From an optimization exercise on the open Yosys and OpenROAD flow, aimed at small area and a short achievable clock period; shortcuts taken in it are not production practice.
Only simulation tests tie the RTL to the original design; equivalence was not proved.
Power and IR drop assume default switching activity.

== v46 ==
==> flow/design.v (excerpt) <==
module strided_copy #(
    parameter int REQ_W = copy_cfg_pkg::REQ_W_DEFAULT
) (
    input  logic                            clk,
    input  logic                            reset_n,
    input  logic                            init_pulse,
    input  logic [REQ_W-1:0]                areq_num,
    input  logic [copy_cfg_pkg::ADDR_W*(1+2*copy_cfg_pkg::NUM_DIMS)-1:0] rd_pattern,
    input  logic [copy_cfg_pkg::ADDR_W*(1+2*copy_cfg_pkg::NUM_DIMS)-1:0] wr_pattern,
    input  logic [copy_cfg_pkg::DATA_W-1:0] rdata,
    input  logic                            rdata_vld,
    output logic [copy_cfg_pkg::ADDR_W-1:0] rd_req_addr,
    output logic                            rd_req_vld,
    output logic [copy_cfg_pkg::ADDR_W-1:0] wr_addr,
    output logic [copy_cfg_pkg::DATA_W-1:0] wr_data,
    output logic                            wr_vld,
    output logic                            finish
);
    copy_types_pkg::addr_pattern_t   rd_pat;
    copy_types_pkg::addr_pattern_t   wr_pat;
    logic                            prime;     
    always_ff @(posedge clk) begin
        prime <= init_pulse;
    end
    assign rd_pat = rd_pattern;
    assign wr_pat = wr_pattern;
    copy_sequencer #(.REQ_W(REQ_W)) u_seq (
  ...
Size in the first run: ~4000 cells after synthesis, ~1300 flip-flops, about 0.050 mm2 of cells after synthesis.
Settings: LEC_CHECK=0, ABC_CLOCK_PERIOD_IN_PS=2700, CAP_MARGIN=20, CORE_AREA=5 5 505 505, DIE_AREA=0 0 510 510, PLACE_DENSITY=0.75, SETUP_SLACK_MARGIN=2.85, SLEW_MARGIN=20; clock period 5.3 ns.
standard.sh (not shown) runs the stock make flow with config.mk's settings and CLKGATE_MAP_FILE= SYNTH_SCRIPT=/design/flow/synth_recipe.tcl, a recipe that flattens the netlist after the stock synthesis.
==> flow/flow/run.sh <==
#!/bin/bash
# The standard layout, with these changes: each data bit's input and
# output pins are placed side by side (flow/pins.tcl, read just before pin
# placement), the port buffers are the smallest buffer (the resizer upsizes
# the ones on critical paths), and CTS adds no dummy loads and drives the registers through clkbuf_8. The make output
# goes to flow.log; ORFS keeps each step's log under orfs/logs/.
set -uo pipefail
export PRE_IO_PLACEMENT_TCL="$PWD/flow/pins.tcl"
export BUFFER_PORTS_ARGS="-buffer_cell sky130_fd_sc_hd__buf_1"
export CTS_ARGS="-sink_clustering_enable -repair_clock_nets -dont_use_dummy_load -buf_list {sky130_fd_sc_hd__clkbuf_8 sky130_fd_sc_hd__clkbuf_16} -root_buf sky130_fd_sc_hd__clkbuf_16 -tree_buf sky130_fd_sc_hd__clkbuf_16 -sink_clustering_buffer sky130_fd_sc_hd__clkbuf_8"
bash standard.sh > flow.log 2>&1
==> flow/flow/pins.tcl <==
# Keep each data bit's input and output pins side by side, so the register
# between them sits next to both.
for {set i 0} {$i < 512} {incr i} {
  set_io_pin_constraint -group -order -pin_names [list "rdata\[$i\]" "wr_data\[$i\]"]
}
diff inputs: v46 => v30
- SETUP_SLACK_MARGIN changed from 2.85 to 2.75
- ABC_AREA newly set to 1
v30 finished all stages; the layout is clean. v30 vs v46 — net count after synthesis climbed by more than 10%. Looking at critical path endpoint, the u_rd_gen.addr[15] result is from v46; the u_rd_gen.jmp_q[2] one comes from v30. Number of buffers inserted during clock tree synthesis delta for v30 relative to v46: about 1.9% higher. v30: worst setup slack 0.021 ns below v46. v46 → v30: routed length on met3 climbed 2400 um; final cell count moved up. v30 has synthesized cell count above what v46 had. The library cell contributing the largest single delay on the critical path comes out o21ai_0 in one run and dfxtp_4 in the other, namely in v30 and v46 respectively. Worst slack after detailed placement was higher in the run labelled v46. Delta(share of final layout cell area taken by non-clock buffers, v30 - v46) < 0. On area growth from synthesis to final layout: between v46 and v30, it ends up lower for v30.
### v30 -> v20
- ABC_AREA: 1 -> unset
Notes after the runs:
v30 has a higher met1 capacity usage during global routing than v20. Number of synthesized flops with an enable pin across v20 and v30: no real change. Looking only at sequential fraction of design power, and setting everything else aside, the lower value of v20 and v30 goes to v20.
The following lists how v59 was set up differently from v20:
- removing PLACE_DENSITY (formerly 0.75)
- Of v20 and v59, v20 shows the higher number of diodes, with v59 below it.
- Compared with v20, v59 has less setup slack.
- When v59 is measured against v20, its post-route minimum period turns out 0.053 ns higher.
- Design internal power, v59 vs v20: down slightly
Edits applied to the flow inputs when going from v59 to v49:
- PLACE_DENSITY: unset -> 0.75
==> flow/flow/run.sh <==
#!/bin/bash
# The standard layout, with these changes: each data bit's input and
# output pins are placed side by side (flow/pins.tcl, read just before pin
# placement), the port buffers are the smallest buffer (the resizer upsizes
# the ones on critical paths), and CTS adds no dummy loads and drives the registers through clkbuf_4. The make output
# goes to flow.log; ORFS keeps each step's log under orfs/logs/.
set -uo pipefail
export PRE_IO_PLACEMENT_TCL="$PWD/flow/pins.tcl"
export BUFFER_PORTS_ARGS="-buffer_cell sky130_fd_sc_hd__buf_1"
export CTS_ARGS="-sink_clustering_enable -repair_clock_nets -dont_use_dummy_load -buf_list {sky130_fd_sc_hd__clkbuf_4 sky130_fd_sc_hd__clkbuf_16} -root_buf sky130_fd_sc_hd__clkbuf_16 -tree_buf sky130_fd_sc_hd__clkbuf_16 -sink_clustering_buffer sky130_fd_sc_hd__clkbuf_4"
bash standard.sh > flow.log 2>&1
Results
- Maximum resistive drop on vdd (v49 over v59): increase, about 4%
- Number of post-CTS setup repair buffers on v49 is down relative to v59.
- Compared with v59, average detailed-routed wire length per instance in v49 decreased by a few percent.

==> what the ideal ports hide <==
In the flow no input, the clock included, has a driving cell. The finished layouts below were timed again as built, in two steps. Step 1 (the two cells are an assumption about what drives the block):
set clk [get_ports {clk}]
set_driving_cell -lib_cell sky130_fd_sc_hd__clkbuf_16 $clk
set_driving_cell -lib_cell sky130_fd_sc_hd__buf_2 [delete_from_list [all_inputs] $clk]
Step 2 adds t to the input delays and takes it off the output delays; t is the mean of the earliest and latest rising clock arrival at the registers after step 1. Input paths then give back, and output paths get back, about the clock's delay inside the block. a / b / c = ideal ports / drivers / drivers and shift; a / b = the first two.
run	shift t [ns]	setup WS [ns]	latest minus earliest clock arrival (ns)	worst register clock-pin slew, ns	worst data-port slew with drivers (ns)
v46	0.835	2.730 / 2.730 / 2.166	0.130 / 0.129	0.07 / 0.07	0.44
v30	0.857	2.709 / 2.669 / 2.179	0.111 / 0.111	0.07 / 0.07	0.37
v20	0.854	2.705 / 2.645 / 2.063	0.131 / 0.131	0.07 / 0.07	0.51
v59	0.817	2.653 / 2.653 / 1.987	0.142 / 0.141	0.07 / 0.07	0.29
v49	0.849	2.660 / 2.647 / 2.038	0.142 / 0.142	0.07 / 0.07	0.41
After both steps setup and hold are still met in every run listed. The setup slack of v59, which loses most, moves by 0.000 ns with the drivers and by -0.666 ns with both steps.
